Source: an optimization exercise on an open RTL-to-GDS flow (aim: small area, a short achievable clock period and few clock cycles). Production flows keep margins and buffers that such runs may drop.
RTL that was checked went through simulation tests only; none was proved equivalent to the original.
No activity file was given, so power comes from the tool's default toggle rates.

== T ==
## rbt_send_top
module rbt_send_top (
    input  logic                       clk,
    input  logic                       rst,
    input  logic [64-1:0]     s_tdata,
    input  logic [8-1:0]     s_tkeep,
    input  logic                       s_tvalid,
    output logic                       s_tready,
    input  logic                       s_tlast,
    input  logic [16-1:0]     s_tuser,
    output logic [64-1:0]     m_tdata,
    output logic [8-1:0]     m_tkeep,
    output logic                       m_tvalid,
    input  logic                       m_tready,
    output logic                       m_tlast,
    output logic [16-1:0]     m_tuser,
    input  logic [16-1:0] csr_wr_addr,
    input  logic [32-1:0] csr_wr_data,
    input  logic                       csr_wr_en,
    output logic                       csr_wr_ack,
    input  logic [16-1:0] csr_rd_addr,
    input  logic                       csr_rd_en,
    output logic [32-1:0] csr_rd_data,
    output logic                       csr_rd_ack
);
Size: ~3400 flip-flops, ~280 I/O pins, about 120000 um2 of cells after synthesis.
==> flow/config.mk <==
export PLATFORM = sky130hd
export DESIGN_NAME = rbt_send_top
export DESIGN_NICKNAME = rbt_send_top
export VERILOG_FILES = /design/flow/design.v
export SDC_FILE = /design/flow/constraint.sdc
export NUM_CORES = 4
export LEC_CHECK = 0
export ABC_CLOCK_PERIOD_IN_PS = 2500
export CAP_MARGIN = 20
export CORE_MARGIN = 2
export CORE_UTILIZATION = 55
export CTS_CLUSTER_DIAMETER = 100
export CTS_CLUSTER_SIZE = 25
export SETUP_SLACK_MARGIN = 3.0
export SLEW_MARGIN = 20
==> flow/constraint.sdc <==
create_clock -name core_clock -period 5.5 [get_ports {clk}]
set_input_delay 1.1000 -clock core_clock [delete_from_list [all_inputs] [get_ports {clk}]]
set_output_delay 1.1000 -clock core_clock [all_outputs]
set_load 0.01 [all_outputs]
run.sh (not shown) runs the stock make flow with config.mk's settings and CLKGATE_MAP_FILE= SYNTH_SCRIPT=/design/flow/synth_recipe.tcl, a recipe that flattens the netlist after the stock synthesis.
Testbench counts of T, summed over its fixed seeds: cycles 16,423.
### T -> R
-- flow/design.v --
<<< T, line 125
    output logic                       csr_rd_ack
);
    localparam int ROWS = 32 - 2;
    localparam int W = 64 + 8 + 1 + 16;
    localparam int SEQ_LO = 8 + 1 + 16 + 16;
>>> R, line 125
    output logic                       csr_rd_ack
);
    localparam int ROWS = 32 - 1;
    localparam int W = 64 + 8 + 1 + 16;
    localparam int SEQ_LO = 8 + 1 + 16 + 16;
<<< T, line 144
    logic [W-1:0]    or_q;
    logic            or_valid;
    logic [W-1:0]    ox_q;
    logic            ox_valid;
    logic            ld_x;
    logic            push;
    logic            pop;
>>> R, line 144
    logic [W-1:0]    or_q;
    logic            or_valid;
    logic            push;
    logic            pop;
<<< T, line 197
    end
    assign avail = ne_q && (!hd_first || (sq_cnt != 2'd0));
    assign ld_x = !ox_valid || m_tready;
    assign ld = !or_valid || ld_x;
    assign pop = ld && avail;
    assign sq_push = h1_valid;
>>> R, line 194
    end
    assign avail = ne_q && (!hd_first || (sq_cnt != 2'd0));
    assign ld = !or_valid || m_tready;
    assign pop = ld && avail;
    assign sq_push = h1_valid;
<<< T, line 208
        end
    end
    assign seq_v = fwd ? v_inc : seq_rd;
    assign sq_new = {h1_inc, seq_v};
>>> R, line 204
        end
    end
    assign fwd = |(h1_oh & wb_oh);
    assign seq_v = fwd ? v_inc : seq_rd;
    assign sq_new = {h1_inc, seq_v};
<<< T, line 240
            hd_first <= 1'b1;
            or_valid <= 1'b0;
            ox_valid <= 1'b0;
            h1_valid <= 1'b0;
            sq_cnt <= '0;
>>> R, line 237
            hd_first <= 1'b1;
            or_valid <= 1'b0;
            h1_valid <= 1'b0;
            sq_cnt <= '0;
<<< T, line 264
                or_valid <= avail;
            end
            if (ld_x) begin
                ox_valid <= or_valid;
            end
            h1_valid <= h1_valid_n;
            sq_cnt <= sq_cnt + {1'b0, sq_push} - {1'b0, sq_pop};
>>> R, line 260
                or_valid <= avail;
            end
            h1_valid <= h1_valid_n;
            sq_cnt <= sq_cnt + {1'b0, sq_push} - {1'b0, sq_pop};
<<< T, line 282
        end
        h1_inc <= !s_tdata[8];
        fwd <= h1_valid && h1_inc && h1_oh[s_tdata[3:0]];
    end
    always_ff @(posedge clk) begin
>>> R, line 275
        end
        h1_inc <= !s_tdata[8];
    end
    always_ff @(posedge clk) begin
<<< T, line 308
    end
    always_ff @(posedge clk) begin
        if (ld) begin
            or_q <= head_st;
        end
    end
    always_ff @(posedge clk) begin
        if (rst) begin
            ox_q <= '0;
        end else if (ld_x) begin
            ox_q <= or_q;
        end
    end
    assign m_tvalid = ox_valid;
    assign {m_tdata, m_tkeep, m_tlast, m_tuser} = ox_q;
    rbt_csr_regs csr_regs_inst (
        .clk        (clk),
>>> R, line 300
    end
    always_ff @(posedge clk) begin
        if (rst) begin
            or_q <= '0;
        end else if (ld) begin
            or_q <= head_st;
        end
    end
    assign m_tvalid = or_valid;
    assign {m_tdata, m_tkeep, m_tlast, m_tuser} = or_q;
    rbt_csr_regs csr_regs_inst (
        .clk        (clk),
<<< T, line 328
        .in_tlast   (s_tlast),
        .in_tuser   (s_tuser),
        .out_tvalid (ox_valid),
        .out_tready (m_tready),
        .out_tlast  (ox_q[TLAST_B]),
        .out_tuser  (ox_q[16-1:0]),
        .wr_addr    (csr_wr_addr),
        .wr_data    (csr_wr_data),
>>> R, line 315
        .in_tlast   (s_tlast),
        .in_tuser   (s_tuser),
        .out_tvalid (or_valid),
        .out_tready (m_tready),
        .out_tlast  (or_q[TLAST_B]),
        .out_tuser  (or_q[16-1:0]),
        .wr_addr    (csr_wr_addr),
        .wr_data    (csr_wr_data),
Findings:
R vs T on total internal power: R is the lower one. T and R ended up with roughly the same share of synthesized cell area in full adder, half adder and majority cells. Row global-route usage: R higher / T lower. The power per cell area number comes out lower for R vs T. Summary of R over T: switching power of the nets lower, synthesized netlist cell count lost 98, average via count per standard cell shows an increase of 1.3%, post-CTS setup buffer count higher, worst reg2reg path depth increased by 1 relative to the old numbers. Taking T as the reference, in R total power lower; register area share after synthesis fell 0.28 points. | sequential share of power | lower: R |.
No functional check of the RTL was part of R.

==> re-timing with driven ports <==
The results above use ideal ports. As a check the final layouts listed here were re-extracted and re-timed, cells and wires unchanged.
Step 1, drivers: a clkbuf_16 drives clk and a buf_2 each remaining input, both assumed.
Step 2 adds t to the input delays and takes it off the output delays; t is the mean of the earliest and latest rising clock arrival at the registers after step 1. Input paths then give back, and output paths get back, about the clock's delay inside the block.
Slacks: ideal ports / drivers / drivers and shift; pairs: ideal ports / drivers.
run	t, ns	setup slack, ns	hold WS [ns]	slew at the worst register clock pin (ns)	cell pins on the clock port's net
T	0.968	2.957 / 2.859 / 2.139	0.450 / 0.450 / 0.450	0.11 / 0.11	1
R	0.985	2.914 / 2.809 / 2.126	0.455 / 0.455 / 0.455	0.11 / 0.11	1
After both steps setup and hold are still met in every run listed. The setup slack of T, which loses most, moves by -0.098 ns with the drivers and by -0.818 ns with both steps.
